This design comes from an exercise in tuning for small area, a short achievable clock period and few clock cycles per item on the open sky130 flow, not from production work. Function was not checked in any run shown here: the RTL went through the layout flow alone. Power and IR drop assume default switching activity.

## flow/design.v (module list and top-level ports; edited modules follow where they fit)
// module conv3x3_fa: 10 lines
// module conv3x3_ha: 9 lines
// module conv3x3_pp3n: 6 lines
// module conv3x3_pp3p: 6 lines
// module conv3x3_pp2n: 6 lines
// module conv3x3_stream: 2447 lines
module conv3x3_stream
#(
  parameter int DATA_W     = 8,
  parameter int COEF_W     = 8,
  parameter int NORM_SHIFT = 4
) (
  input  logic                  i_clk,
  input  logic                  i_rst,
  input  logic [9*DATA_W-1:0]   i_pixel_data,
  input  logic                  i_pixel_data_valid,
  input  logic                  i_pixel_data_last,
  output logic                  o_pixel_data_ready,
  output logic [DATA_W-1:0]     o_convolved_data,
  output logic                  o_convolved_data_valid,
  output logic                  o_convolved_data_last,
  output logic                  o_convolved_sat,
  input  logic                  i_out_ready,
  input  logic                  i_coef_we,
  input  logic [3:0]            i_coef_addr,
  input  logic [COEF_W-1:0]     i_coef_data,
  input  logic                  i_coef_commit,
  output logic                  o_cfg_pending
);
  // ...
==> flow/run.sh <==
#!/bin/bash
# synth_recipe.tcl (not shown) runs the flow's synth.tcl, then flattens the netlist and writes it again
# the make line also repeats each setting of config.mk as NAME=value (left out here)
make -C /OpenROAD-flow-scripts/flow DESIGN_CONFIG=/design/flow/config.mk WORK_HOME=/design/flow/orfs CLKGATE_MAP_FILE= SYNTH_SCRIPT=/design/flow/synth_recipe.tcl finish
==> flow/config.mk <==
export PLATFORM = sky130hd
export DESIGN_NAME = conv3x3_stream
export DESIGN_NICKNAME = conv3x3_stream
export VERILOG_FILES = /design/flow/design.v
export SDC_FILE = /design/flow/constraint.sdc
export NUM_CORES = 4
export LEC_CHECK = 0
export CAP_MARGIN = 20
export CORE_MARGIN = 2
export CORE_UTILIZATION = 65
export CTS_CLUSTER_DIAMETER = 80
export CTS_CLUSTER_SIZE = 22
export SETUP_SLACK_MARGIN = 2.6
export SLEW_MARGIN = 20
export SYNTH_HIERARCHICAL = 1
==> flow/constraint.sdc <==
create_clock -name core_clock -period 5.0 [get_ports {i_clk}]
set_input_delay 1.0000 -clock core_clock [delete_from_list [all_inputs] [get_ports {i_clk}]]
set_output_delay 1.0000 -clock core_clock [all_outputs]
set_load 0.01 [all_outputs]
==> results.py, run 1 <==
metrics = {
    "grt": {
        "busiest_layer": "met2",
        "grt.met2_usage_pct": 58.3,
        "grt_pass1_vias": 18900,
    },
    "synth": {
        "synth_cells": 2255,
        "syn_area_per_cell_sq_um": 12.7,
        "syn_nets": 2923,
        "synthXorXnorAreaFrac_pct": 0.336,
        "synth_area_sq_mm": 0.0287,
    },
    "timing": {
        "relSlewSlack_pct": 44.3,
        "holdWs_ns": 0.331,
        "tightest_slew_ns": 0.836,
        "finalHoldViolations": 0,
        "tns_ns": 0,
        "finalCritPeriodShare_pct": 48.8,
    },
    "placed_design": {
        "placed_area_sq_mm": 0.0306,
        "gp_congestion": 0.943,
    },
    "setup_path": {
        "regToRegSetupSlack_ns": 2.57,
        "worstPathArrival_ns": 2.93,
    },
    "finish": {
        "diodes": 2,
        "final_cell_mix": "449 x nand2_1, 389 x dfxtp_1, 361 x fa_1",
        "clkCellAreaFrac_pct": 2.97,
        "largest_reg_flops": 175,
        "n_all_buffers": 195,
    },
    "pwr": {
        "intPower_uw": 10500,
    },
    "floorplanning": {
        "dieArea_sq_mm": 0.0458,
    },
    "status": {
        "status": "no timing/DRC/antenna violations",
    },
    "min_path": {
        "min_to": "st3_q[18]",
    },
    "job": {
        "cap_viol_max_count": 0,
    },
    "drt": {
        "drt-met1-wl_mm": 29.8,
    },
}
==> inputs of run 2 (changes only) <==
--- a/flow/design.v
+++ b/flow/design.v
@@ -41,16 +41,23 @@
   assign y = (s1 & a) | (s2 & b) | (s3 & c);
 endmodule
 module conv3x3_pp2n (
   input  logic s1, a, s3, c,
   output logic y
 );
   assign y = ~((s1 & a) | (s3 & c));
 endmodule
+module conv3x3_pfx (
+  input  logic gh, ph, gl, pl,
+  output logic g, p
+);
+  assign g = gh | (ph & gl);
+  assign p = ph & pl;
+endmodule
 module conv3x3_stream
 #(
   parameter int DATA_W     = 8,
   parameter int COEF_W     = 8,
   parameter int NORM_SHIFT = 4
 ) (
   input  logic                  i_clk,
   input  logic                  i_rst,
@@ -75,17 +82,17 @@
   localparam int PW  = 3;    
   logic        acc;
   logic [71:0] kq;
   logic [3:0] vq;    
   logic [3:0] lq;    
   logic [175:0] st1_q;
   logic [64:0] st2_q;
   logic [32:0] st3_q;
-  logic [22:0] st4_q;
+  logic [12:0] st4_q;
   logic pp1;
   logic pp2;
   logic pp3;
   logic pp4;
   logic pp5;
   logic pp6;
   logic pp7;
   logic pp8;
@@ -1213,18 +1220,55 @@
   logic s1683, c1684;
   logic s1685, c1686;
   logic s1687, c1688;
   logic s1689, c1690;
   logic s1691, c1692;
   logic s1693, c1694;
   logic s1695, c1696;
   logic [19:0] row0, row1, sum_w;
-  logic [12:0] lo_w;
-  logic [7:0] hi_w;
+  logic cs_c, cs_neg0, cs_big0, cs_neg1, cs_big1;
+  logic [7:0] cs_lo;
+  logic [19:0] pp_p, pp_g;
+  logic pfl_g0_1, pfl_p0_1;
+  logic pfl_g0_3, pfl_p0_3;
+  logic pfl_g0_5, pfl_p0_5;
+  logic pfl_g0_7, pfl_p0_7;
+  logic pfl_g0_9, pfl_p0_9;
+  logic pfl_g0_11, pfl_p0_11;
+  logic pfl_g1_2, pfl_p1_2;
+  logic pfl_g1_3, pfl_p1_3;
+  logic pfl_g1_6, pfl_p1_6;
+  logic pfl_g1_7, pfl_p1_7;
+  logic pfl_g1_10, pfl_p1_10;
+  logic pfl_g1_11, pfl_p1_11;
+  logic pfl_g2_4, pfl_p2_4;
+  logic pfl_g2_5, pfl_p2_5;
+  logic pfl_g2_6, pfl_p2_6;
+  logic pfl_g2_7, pfl_p2_7;
+  logic pfl_g3_8, pfl_p3_8;
+  logic pfl_g3_9, pfl_p3_9;
+  logic pfl_g3_10, pfl_p3_10;
+  logic pfl_g3_11, pfl_p3_11;
+  logic pfh_g0_1, pfh_p0_1;
+  logic pfh_g0_3, pfh_p0_3;
+  logic pfh_g0_5, pfh_p0_5;
+  logic pfh_g0_7, pfh_p0_7;
+  logic pfh_g1_2, pfh_p1_2;
+  logic pfh_g1_3, pfh_p1_3;
+  logic pfh_g1_6, pfh_p1_6;
+  logic pfh_g1_7, pfh_p1_7;
+  logic pfh_g2_4, pfh_p2_4;
+  logic pfh_g2_5, pfh_p2_5;
+  logic pfh_g2_6, pfh_p2_6;
+  logic pfh_g2_7, pfh_p2_7;
+  logic [7:0] hi0_w;
+  logic [7:0] hi1_w;
+  logic cs_c_d, cs_neg0_d, cs_big0_d, cs_neg1_d, cs_big1_d;
+  logic [7:0] cs_lo_d;
   logic [19:0] sum_n;
   localparam logic [71:0] DEF_KERNEL =
     {8'd1, 8'd2, 8'd1, 8'd2, 8'd4, 8'd2, 8'd1, 8'd2, 8'd1};
   logic [8:0][7:0] shadow_q;
   logic [8:0][7:0] shadow_d;
   logic [8:0][7:0] coef_q;
   logic            in_frame_q;
   logic            pending_q;
@@ -1254,17 +1298,17 @@
     end
   end
   assign kq            = coef_q;
   assign o_cfg_pending = pending_q;
   always_ff @(posedge i_clk) begin
     st1_q <= {c1216, c1382, s1215, s1381, c1380, c1378, s1213, s1211, s1379, s1377, c1376, c1374, c1372, c1370, s1375, s1373, s1371, s1369, c1368, c1366, c1364, c1362, c1360, s1197, s1367, s1365, s1363, s1361, s1359, c1358, c1356, c1354, c1352, c1350, c1348, c1346, s1357, s1355, s1353, s1351, s1349, s1347, s1345, c1344, c1342, c1340, c1338, c1336, c1334, c1332, c1330, s1343, s1341, s1339, s1337, s1335, s1333, s1331, s1329, c1328, c1326, c1324, c1322, c1320, c1318, c1316, c1314, c1312, s1143, s1327, s1325, s1323, s1321, s1319, s1317, s1315, s1313, s1311, c1310, c1308, c1306, c1304, c1302, c1300, c1298, c1296, c1294, c1292, s1309, s1307, s1305, s1303, s1301, s1299, s1297, s1295, s1293, s1291, c1290, c1288, c1286, c1284, c1282, c1280, c1278, c1276, c1274, s1087, s1289, s1287, s1285, s1283, s1281, s1279, s1277, s1275, s1273, c1272, c1270, c1268, c1266, c1264, c1262, c1260, c1258, s1271, s1269, s1267, s1265, s1263, s1261, s1259, s1257, c1256, c1254, c1252, c1250, c1248, c1246, c1244, s1255, s1253, s1251, s1249, s1247, s1245, s1243, c1242, c1240, c1238, c1236, c1234, s1009, s1241, s1239, s1237, s1235, s1233, c1232, c1230, c1228, c1226, s1231, s1229, s1227, s1225, c1224, c1222, c1220, s1223, s1221, s1219, c1218, s967, s1217, s961};
     st2_q <= {c1494, c1614, s1613, c1612, st1_q[173], s1611, c1610, st1_q[169], s1561, s1609, c1608, c1606, s1607, s1605, c1604, c1602, st1_q[152], s1603, s1601, c1600, c1598, c1596, s1599, s1597, s1595, c1594, c1592, s1541, s1539, s1593, s1591, c1590, c1588, c1586, st1_q[107], s1589, s1587, s1585, c1584, c1582, c1580, s1583, s1581, s1579, c1578, c1576, s1425, s1423, s1577, s1575, c1574, c1572, s1573, s1571, c1570, s1403, s1505, s1569, c1568, s1567, c1566, s1565, s1495, s1383, st1_q[0]};
     st3_q <= {c1648, s1647, c1670, s1669, c1668, s1667, c1666, c1684, s1683, c1682, s1681, s1661, c1660, c1680, st2_q[42], s1679, c1678, st2_q[37], s1677, c1676, s1675, c1674, st2_q[23], s1673, s1651, c1672, s1671, s1649, s1615, st2_q[3], st2_q[2], st2_q[1], st2_q[0]};
-    st4_q <= {c1696, st3_q[32], c1694, s1695, c1692, s1693, s1691, st3_q[27], st3_q[24], st3_q[23], c1690, st3_q[22], c1688, s1689, lo_w[12], lo_w[11], lo_w[10], lo_w[9], lo_w[8], lo_w[7], lo_w[6], lo_w[5], lo_w[4]};
+    st4_q <= {cs_neg1_d, cs_big1_d, cs_neg0_d, cs_big0_d, cs_c_d, cs_lo_d};
   end
   always_ff @(posedge i_clk) begin
     if (i_rst) vq <= '0;
     else       vq <= {vq[2:0], acc};
     lq <= {lq[2:0], i_pixel_data_last};
   end
   assign pp1 = ~(i_pixel_data[0] & kq[0]);
   assign pp2 = ~(i_pixel_data[1] & kq[0]);
@@ -2410,29 +2454,70 @@
   conv3x3_ha u_ha0 (.a(st3_q[13]), .b(st3_q[14]), .s(s1685), .co(c1686));
   conv3x3_fa u_fa543 (.a(st3_q[16]), .b(st3_q[17]), .c(st3_q[18]), .s(s1687), .co(c1688));
   conv3x3_fa u_fa544 (.a(st3_q[19]), .b(st3_q[20]), .c(st3_q[21]), .s(s1689), .co(c1690));
   conv3x3_ha u_ha1 (.a(st3_q[25]), .b(st3_q[26]), .s(s1691), .co(c1692));
   conv3x3_ha u_ha2 (.a(st3_q[28]), .b(st3_q[29]), .s(s1693), .co(c1694));
   conv3x3_ha u_ha3 (.a(st3_q[30]), .b(st3_q[31]), .s(s1695), .co(c1696));
   assign row0 = {1'b1, st3_q[32], s1695, s1693, st3_q[27], st3_q[23], st3_q[22], s1689, s1687, st3_q[15], st3_q[11], st3_q[9], st3_q[7], st3_q[6], st3_q[5], st3_q[4], st3_q[3], st3_q[2], st3_q[1], st3_q[0]};
   assign row1 = {1'b0, c1696, c1694, c1692, s1691, st3_q[24], c1690, c1688, c1686, s1685, st3_q[12], st3_q[10], st3_q[8], 1'b0, 1'b0, 1'b0, 1'b0, 1'b0, 1'b0, 1'b0};
-  assign lo_w = {1'b0, row0[11:0]} + {1'b0, row1[11:0]};
-  assign hi_w = {1'b1, st4_q[21], st4_q[19], st4_q[17], st4_q[15], st4_q[13], st4_q[11], st4_q[9]} + {1'b0, st4_q[22], st4_q[20], st4_q[18], st4_q[16], st4_q[14], st4_q[12], st4_q[10]} + 8'(st4_q[8]);
-  assign sum_w = {hi_w, st4_q[7], st4_q[6], st4_q[5], st4_q[4], st4_q[3], st4_q[2], st4_q[1], st4_q[0], 4'b0};
+  assign pp_p = row0 ^ row1;
+  assign pp_g = row0 & row1;
+  assign pfl_p0_1 = pp_p[1] & pp_p[0];
+  assign pfl_p0_3 = pp_p[3] & pp_p[2];
+  assign pfl_p0_5 = pp_p[5] & pp_p[4];
+  assign pfl_p0_7 = pp_p[7] & pp_p[6];
+  conv3x3_pfx u_pfl_g0_9 (.gh(pp_g[9]), .ph(pp_p[9]), .gl(pp_g[8]), .pl(pp_p[8]), .g(pfl_g0_9), .p(pfl_p0_9));
+  conv3x3_pfx u_pfl_g0_11 (.gh(pp_g[11]), .ph(pp_p[11]), .gl(pp_g[10]), .pl(pp_p[10]), .g(pfl_g0_11), .p(pfl_p0_11));
+  assign pfl_p1_2 = pp_p[2] & pfl_p0_1;
+  assign pfl_p1_3 = pfl_p0_3 & pfl_p0_1;
+  assign pfl_p1_6 = pp_p[6] & pfl_p0_5;
+  assign pfl_p1_7 = pfl_p0_7 & pfl_p0_5;
+  conv3x3_pfx u_pfl_g1_10 (.gh(pp_g[10]), .ph(pp_p[10]), .gl(pfl_g0_9), .pl(pfl_p0_9), .g(pfl_g1_10), .p(pfl_p1_10));
+  conv3x3_pfx u_pfl_g1_11 (.gh(pfl_g0_11), .ph(pfl_p0_11), .gl(pfl_g0_9), .pl(pfl_p0_9), .g(pfl_g1_11), .p(pfl_p1_11));
+  assign pfl_p2_4 = pp_p[4] & pfl_p1_3;
+  assign pfl_p2_5 = pfl_p0_5 & pfl_p1_3;
+  assign pfl_p2_6 = pfl_p1_6 & pfl_p1_3;
+  assign pfl_p2_7 = pfl_p1_7 & pfl_p1_3;
+  conv3x3_pfx u_pfl_g3_8 (.gh(pp_g[8]), .ph(pp_p[8]), .gl(pp_g[7]), .pl(pfl_p2_7), .g(pfl_g3_8), .p(pfl_p3_8));
+  conv3x3_pfx u_pfl_g3_9 (.gh(pfl_g0_9), .ph(pfl_p0_9), .gl(pp_g[7]), .pl(pfl_p2_7), .g(pfl_g3_9), .p(pfl_p3_9));
+  conv3x3_pfx u_pfl_g3_10 (.gh(pfl_g1_10), .ph(pfl_p1_10), .gl(pp_g[7]), .pl(pfl_p2_7), .g(pfl_g3_10), .p(pfl_p3_10));
+  conv3x3_pfx u_pfl_g3_11 (.gh(pfl_g1_11), .ph(pfl_p1_11), .gl(pp_g[7]), .pl(pfl_p2_7), .g(pfl_g3_11), .p(pfl_p3_11));
+  assign cs_lo_d = {(pp_p[11] ^ pfl_g3_10), (pp_p[10] ^ pfl_g3_9), (pp_p[9] ^ pfl_g3_8), (pp_p[8] ^ pp_g[7]), (pp_p[7] ^ 1'b0), (pp_p[6] ^ 1'b0), (pp_p[5] ^ 1'b0), (pp_p[4] ^ 1'b0)};
+  assign cs_c_d = pfl_g3_11;
+  conv3x3_pfx u_pfh_g0_1 (.gh(pp_g[13]), .ph(pp_p[13]), .gl(pp_g[12]), .pl(pp_p[12]), .g(pfh_g0_1), .p(pfh_p0_1));
+  conv3x3_pfx u_pfh_g0_3 (.gh(pp_g[15]), .ph(pp_p[15]), .gl(pp_g[14]), .pl(pp_p[14]), .g(pfh_g0_3), .p(pfh_p0_3));
+  conv3x3_pfx u_pfh_g0_5 (.gh(pp_g[17]), .ph(pp_p[17]), .gl(pp_g[16]), .pl(pp_p[16]), .g(pfh_g0_5), .p(pfh_p0_5));
+  assign pfh_g0_7 = pp_p[19] & pp_g[18];
+  assign pfh_p0_7 = pp_p[19] & pp_p[18];
+  conv3x3_pfx u_pfh_g1_2 (.gh(pp_g[14]), .ph(pp_p[14]), .gl(pfh_g0_1), .pl(pfh_p0_1), .g(pfh_g1_2), .p(pfh_p1_2));
+  conv3x3_pfx u_pfh_g1_3 (.gh(pfh_g0_3), .ph(pfh_p0_3), .gl(pfh_g0_1), .pl(pfh_p0_1), .g(pfh_g1_3), .p(pfh_p1_3));
+  conv3x3_pfx u_pfh_g1_6 (.gh(pp_g[18]), .ph(pp_p[18]), .gl(pfh_g0_5), .pl(pfh_p0_5), .g(pfh_g1_6), .p(pfh_p1_6));
+  conv3x3_pfx u_pfh_g1_7 (.gh(pfh_g0_7), .ph(pfh_p0_7), .gl(pfh_g0_5), .pl(pfh_p0_5), .g(pfh_g1_7), .p(pfh_p1_7));
+  conv3x3_pfx u_pfh_g2_4 (.gh(pp_g[16]), .ph(pp_p[16]), .gl(pfh_g1_3), .pl(pfh_p1_3), .g(pfh_g2_4), .p(pfh_p2_4));
+  conv3x3_pfx u_pfh_g2_5 (.gh(pfh_g0_5), .ph(pfh_p0_5), .gl(pfh_g1_3), .pl(pfh_p1_3), .g(pfh_g2_5), .p(pfh_p2_5));
+  conv3x3_pfx u_pfh_g2_6 (.gh(pfh_g1_6), .ph(pfh_p1_6), .gl(pfh_g1_3), .pl(pfh_p1_3), .g(pfh_g2_6), .p(pfh_p2_6));
+  conv3x3_pfx u_pfh_g2_7 (.gh(pfh_g1_7), .ph(pfh_p1_7), .gl(pfh_g1_3), .pl(pfh_p1_3), .g(pfh_g2_7), .p(pfh_p2_7));
+  assign hi0_w = {(pp_p[19] ^ pfh_g2_6), (pp_p[18] ^ pfh_g2_5), (pp_p[17] ^ pfh_g2_4), (pp_p[16] ^ pfh_g1_3), (pp_p[15] ^ pfh_g1_2), (pp_p[14] ^ pfh_g0_1), (pp_p[13] ^ pp_g[12]), (pp_p[12] ^ 1'b0)};
+  assign cs_neg0_d = ~hi0_w[7];
+  assign cs_big0_d = hi0_w[7] & ~(&hi0_w[6:0]);
+  assign hi1_w = {(pp_p[19] ^ (pfh_g2_6 | pfh_p2_6)), (pp_p[18] ^ (pfh_g2_5 | pfh_p2_5)), (pp_p[17] ^ (pfh_g2_4 | pfh_p2_4)), (pp_p[16] ^ (pfh_g1_3 | pfh_p1_3)), (pp_p[15] ^ (pfh_g1_2 | pfh_p1_2)), (pp_p[14] ^ (pfh_g0_1 | pfh_p0_1)), (pp_p[13] ^ (pp_g[12] | pp_p[12])), (pp_p[12] ^ 1'b1)};
+  assign cs_neg1_d = ~hi1_w[7];
+  assign cs_big1_d = hi1_w[7] & ~(&hi1_w[6:0]);
+  assign {cs_neg1, cs_big1, cs_neg0, cs_big0, cs_c, cs_lo} = st4_q;
   assign sum_n = ~sum_w;
   logic [7:0] res_data;
   logic       res_sat;
   logic       res_neg, res_big;
   logic       res_v;
   logic [9:0] res_d;
-  assign res_neg  = sum_n[19];
-  assign res_big  = ~sum_n[19] & (|sum_n[18:12]);
+  assign res_neg  = cs_c ? cs_neg1 : cs_neg0;
+  assign res_big  = cs_c ? cs_big1 : cs_big0;
   assign res_sat  = res_neg | res_big;
-  assign res_data = res_neg ? 8'd0 : (res_big ? 8'd255 : sum_n[11:4]);
+  assign res_data = (~cs_lo | {8{res_big}}) & ~{8{res_neg}};
   assign res_v    = vq[3];
   assign res_d    = {res_data, lq[3], res_sat};
   logic [NQ-1:0][9:0] mem_q;
   logic [NQ-1:0]      wp_q, rp_q;
   logic               fne_q;       
   logic [PW:0]        fcnt_q;
   logic [CW-1:0]      cnt_q, cnt_d;
   logic               rdy_q;
==> flow/config.mk (replaced) <==
export PLATFORM = sky130hd
export DESIGN_NAME = conv3x3_stream
export DESIGN_NICKNAME = conv3x3_stream
export VERILOG_FILES = /design/flow/design.v
export SDC_FILE = /design/flow/constraint.sdc
export NUM_CORES = 4
export LEC_CHECK = 0
export CAP_MARGIN = 20
export CORE_MARGIN = 2
export CORE_UTILIZATION = 65
export CTS_CLUSTER_DIAMETER = 90
export CTS_CLUSTER_SIZE = 26
export SETUP_SLACK_MARGIN = 2.6
export SLEW_MARGIN = 20
export SYNTH_HIERARCHICAL = 1
==> results.py, run 2 <==
metrics = {
    "status": {
        "status": "no timing/DRC/antenna violations",
    },
    "clock_tree": {
        "clock_latency_ns": 0.61,
        "root_buffer": "clkbuf_16",
        "clock_path_buffers": 3,
        "tritoncts": "done",
        "cts_max_level": 1,
        "clk_pin_slew_ns": 0.10,
        "cts.sinks": 512,
        "cts_made_buffers": 26,
    },
    "synth": {
        "synth_cells": 2253,
        "syn_area_per_cell_sq_um": 12.6,
        "yosysWarnings": 7,
        "syn_nets": 2921,
        "synth_area_sq_mm": 0.0285,
    },
    "setup_path": {
        "end_kind": "flip-flop",
        "worstPathRequired_ns": 5.54,
        "crit_top_cell": "fa_2",
        "critPathLaunch": "i_pixel_data[2]",
        "regToRegSetupSlack_ns": 2.53,
        "max_stage_delay_ns": 0.59,
        "reg2regPathDepth": 5,
        "rr_startpoint": "coef_q[15]",
        "crit_type": "in -> reg",
        "cp_max_fo": 8,
        "r2r-end": "st1_q[138]",
        "path_cells": "clkbuf_4 > and2_4 > fa_2 > fa_2 > fa_2",
        "critPathSlowestCell": "fa_2",
        "crit_end": "st1_q[105]",
        "worstPathArrival_ns": 3.02,
        "cp-start-kind": "input port",
    },
    "grt": {
        "grt_pass1_wl_mm": 116,
        "grt_max_degree": 54,
        "grt_pass1_vias": 19100,
        "grt.total_usage_pct": 35.8,
        "grt_overflow_total": 0,
        "antenna_found_initial": 5,
    },
    "pwr": {
        "p_sw_share_pct": 37.8,
        "powerDensity_mw_per_mm2": 486,
        "power_leakage_uw": 0.0119,
        "power_frac_clock_pct": 15.0,
        "power_frac_comb_pct": 47.1,
        "netSwitchingPower_uw": 6110,
        "intPower_uw": 10100,
        "total_power_uw": 16200,
        "ir_worst_vdd_mv": 0.399,
        "sequentialPowerShare_pct": 37.9,
    },
    "timing": {
        "holdWs_ns": 0.333,
        "finalHoldViolations": 0,
        "fin_worst_skew_ns": 0.0321,
        "fmax_mhz": 402,
        "tightest_slew_ns": 1.10,
        "rsz0062_at_grt": "yes",
        "relSlewSlack_pct": 24.9,
        "finalCritPeriodShare_pct": 49.8,
        "fin_crit_ns": 2.49,
        "final_max_slew_viol_count": 0,
        "setup_viol": 0,
        "tns_ns": 0,
    },
    "finish": {
        "ff_latch_area_sq_mm": 0.0116,
        "regMostFlops": "st1_q",
        "multi_input_area_sq_mm": 0.0176,
        "fillers": 2703,
        "layout_commonest_cell": "nand2_1",
        "drive_above_1_share_pct": 32.1,
        "final_cells": 2921,
        "final_cell_mix": "402 x nand2_1, 377 x dfxtp_1, 328 x fa_2",
        "final_area_sq_mm": 0.0333,
        "largest_reg_flops": 175,
        "num-nets-final": 2985,
        "top_regs": "st1_q: 175 flops, coef_q: 72 flops, shadow_q: 72 flops",
        "syn2layout_area_growth_pct": 16.9,
    },
    "drt": {
        "wl_mm": 77.1,
        "ant_nets": 0,
        "avgViaCountPerCell": 5.88,
        "wire_per_inst_microns": 26.4,
        "vias": 17200,
        "drt_iter0_drc": 1522,
        "drt_pass1_iterations": 5,
        "drc": 0,
    },
    "floorplanning": {
        "die_x_microns": 213,
        "initial_core_util_pct": 66.0,
        "coreArea_sq_mm": 0.0432,
        "io_pins": 104,
        "fp-row-count": 76,
        "dieHeight_microns": 213,
        "dieArea_sq_mm": 0.0455,
    },
    "placed_design": {
        "dp_hpwl_mm": 60.9,
        "placed_area_sq_mm": 0.0311,
        "port_buffers": 103,
        "dpl.cell_count": 2774,
        "gp_congestion": 0.948,
    },
    "min_path": {
        "whs_path_depth": 0,
        "hp-class": "reg -> reg",
    },
    "job": {
        "cap_viol_max_count": 0,
    },
}
-- run 2: power by group through the flow --
stage               combinational, uW  sequential [uW]  clock (uW)
detailed placement               7110             6330           0
finish                           7620             6130        2440
floorplan                        4700             6040           0
CTS                              7480             6120        2460
global route                     8510             6220        2590
global placement                 6750             6290           0
-- run 2: repair_timing --
action                     4_1_cts  5_1_grt
buffers inserted                85       12
pin swaps                       14       51
hold buffers                     0        0
cloned                           3        0
setup endpoints to repair      351       86
gates resized for setup        435       60
-- run 2: worst min path at each step --
stage                endpoint       start
floorplan               lq[1]       lq[0]
global placement     st4_q[2]    st3_q[6]
detailed placement  st2_q[48]  st1_q[152]
CTS                 st2_q[48]  st1_q[152]
global route        st3_q[10]   st2_q[23]
finish              st2_q[48]  st1_q[152]
-- run 2: through the flow --
step	utilization, %	setup slack, ns
finish	77.1	2.51
CTS	76.4	2.48
detailed placement	71.9	1.22
floorplan	-	2.15
global placement	71.9	1.27
global route	77.1	2.50
-- run 2: critical path: cells and delay by family --
kind,cells,cell delay [ns]
adder cells (fa/ha/maj),3,1.65
AND/OR/NAND/NOR,1,0.19
buffers and inverters,1,0.18
-- run 2: area by class of cell --
cell class / instances / area share [%]
Antenna cell: 1 / 0.00752
Clock buffer: 36 / 2.07
Clock inverter: 10 / 0.368
Inverter: 56 / 0.654
Multi-Input combinational cell: 1516 / 53.0
Sequential cell: 512 / 34.8
Tap cell: 585 / 2.20
Timing Repair Buffer: 205 / 6.91
-- run 2: layer usage --
metal / vias to the layer above / wire length [microns] / global-route usage [%]
li1: 7153 / - / -
met1: 8984 / 29300 / 47.3
met2: 847 / 37200 / 58.3
met3: 188 / 8050 / 10.3
met4: 2 / 2440 / 10.9
met5: - / 113 / 1.83
==> inputs of run 3 (changes only) <==
--- a/flow/config.mk
+++ b/flow/config.mk
@@ -10,6 +10,6 @@
 export CORE_UTILIZATION = 65
 export CTS_CLUSTER_DIAMETER = 90
 export CTS_CLUSTER_SIZE = 26
-export SETUP_SLACK_MARGIN = 2.6
+export SETUP_SLACK_MARGIN = 2.5
 export SLEW_MARGIN = 20
 export SYNTH_HIERARCHICAL = 1
==> results.py, run 3 <==
metrics = {
    "placed_design": {
        "gp_congestion": 0.941,
        "port_buffers": 103,
        "dp_slack_ns": 1.26,
        "dp_hpwl_mm": 61.3,
        "placed_area_sq_mm": 0.0310,
    },
    "finish": {
        "largest_reg_flops": 175,
        "num-nets-final": 2939,
        "final_cell_mix": "412 x nand2_1, 377 x dfxtp_1, 315 x fa_2",
        "top_regs": "st1_q: 175 flops, coef_q: 72 flops, shadow_q: 72 flops",
        "syn2layout_area_growth_pct": 14.4,
        "drive_above_1_share_pct": 29.2,
        "regMostFlops": "st1_q",
        "layout_commonest_cell": "nand2_1",
        "final_area_sq_mm": 0.0326,
    },
    "floorplanning": {
        "io_pins": 104,
        "fp-row-count": 76,
        "coreArea_sq_mm": 0.0432,
        "dieHeight_microns": 213,
        "initial_core_util_pct": 66.0,
        "dieArea_sq_mm": 0.0455,
        "die_x_microns": 213,
    },
    "synth": {
        "syn_area_per_cell_sq_um": 12.6,
        "yosysWarnings": 7,
        "syn_nets": 2921,
        "synth_cells": 2253,
        "synth_area_sq_mm": 0.0285,
    },
    "job": {
        "cap_viol_max_count": 0,
    },
    "clock_tree": {
        "root_buffer": "clkbuf_16",
        "clock_path_buffers": 3,
        "clock_latency_ns": 0.60,
        "tritoncts": "done",
        "cts_made_buffers": 25,
        "cts_max_level": 1,
        "clk_pin_slew_ns": 0.09,
        "cts.sinks": 512,
        "cts_hold_buf": 0,
    },
    "setup_path": {
        "cp-start-kind": "input port",
        "crit_type": "in -> reg",
        "reg2regPathDepth": 4,
        "rr_startpoint": "coef_q[0]",
        "end_kind": "flip-flop",
        "critPathLaunch": "i_pixel_data[46]",
        "cp_max_fo": 8,
        "worstPathRequired_ns": 5.52,
        "regToRegSetupSlack_ns": 2.51,
        "worstPathArrival_ns": 3.03,
    },
    "pwr": {
        "powerDensity_mw_per_mm2": 490,
        "ir_worst_vdd_mv": 0.448,
        "total_power_uw": 16000,
        "power_leakage_uw": 0.0116,
    },
    "drt": {
        "drt_iter0_drc": 1495,
        "avgViaCountPerCell": 5.91,
        "wl_mm": 76.0,
        "drc": 0,
        "wire_per_inst_microns": 26.5,
        "drt_pass1_iterations": 7,
        "ant_nets": 0,
        "vias": 17000,
    },
    "grt": {
        "antenna_found_initial": 2,
        "grt_overflow_total": 0,
        "grt_pass1_vias": 18500,
        "grt_max_degree": 53,
        "grt_pass1_wl_mm": 113,
        "grt.total_usage_pct": 34.8,
    },
    "timing": {
        "setup_viol": 0,
        "relSlewSlack_pct": 48.1,
        "finalCritPeriodShare_pct": 50.2,
        "fin_worst_skew_ns": 0.0236,
        "fmax_mhz": 398,
        "fin_crit_ns": 2.51,
        "tns_ns": 0,
        "tightest_slew_ns": 0.777,
        "finalHoldViolations": 0,
        "finalWorstSetupSlack_ns": 2.49,
        "final_max_slew_viol_count": 0,
        "rsz0062_at_grt": "no",
    },
    "min_path": {
        "hp-class": "reg -> reg",
        "whs_path_depth": 0,
        "holdCritStartpoint": "st3_q[5]",
    },
    "status": {
        "status": "no timing/DRC/antenna violations",
    },
}
[run 3: worst max-delay path, stage by stage]
cell and delay, ns:
buf_2 0.24, nand2_1 0.15, fa_1 0.59, fa_2 0.47, fa_2 0.58
[run 3: worst paths after layout]
path                to
min           st4_q[1]
max          st1_q[67]
min reg2reg   st4_q[1]
max reg2reg  st1_q[48]
[run 3: repair_timing]
| action | CTS | global route |
|---|---|---|
| cloned | 2 | 1 |
| setup endpoints to repair | 319 | 113 |
| hold endpoints to repair | 0 | 0 |
| gates resized for setup | 333 | 68 |
| pin swaps | 5 | 10 |
| buffers inserted | 31 | 21 |
[run 3: power breakdown]
group / switching, uW / internal (uW)
sequential: 622 / 5560
clock: 1370 / 1020
combinational: 4000 / 3390
[run 3: cell type report]
cell class	count	area [sq um]
diodes	1	2.50
clock buffers	39	709
clock inverters	5	70.1
fillers	2790	10600
inverters	56	214
multi-input cells	1516	17600
flip-flops and latches	512	11600
well taps	585	732
repair buffers	160	1720
[run 3: routing by layer]
layer	wire length, microns	GRT usage, %
met1	30300	48.3
met2	36500	56.3
met3	6720	7.35
met4	2440	10.3
met5	11	0
[run 3: stage by stage]
step	cells	hold slack, ns	util [%]
after floorplan	2253	0.310	-
after global placement	2773	0.311	71.8
after detailed placement	2773	0.312	71.8
after CTS	2850	0.335	74.6
after global routing	2873	0.343	75.4
final	2874	0.333	75.5

static timing again, ports no longer ideal:
No port has a modelled driver above. Below, the same layouts with a new extraction and two added sets of constraints. Step 1 sets driving cells, clkbuf_16 on the clock port and buf_2 on the other inputs (assumed; they add their load-dependent delay and slew). Step 2 times the ports against the registers' clock, not the clock port: input delays grow and output delays shrink by t, the midpoint of the rising clock arrivals with the driver on. a / b / c = ideal ports / drivers / drivers and shift; a / b = the first two.
| run | shift t [ns] | slack for setup (ns) | worst setup path at the end |
|---|---|---|---|
| run 1 | 0.675 | 2.561 / 2.572 / 1.900 | input to register |
| run 2 | 0.647 | 2.511 / 2.528 / 1.895 | input to register |
| run 3 | 0.644 | 2.488 / 2.504 / 1.868 | input to register |
After both steps setup and hold are still met in every run listed. For run 1, which loses most, drivers alone change the setup slack by +0.011 ns; drivers and shift together by -0.661 ns.
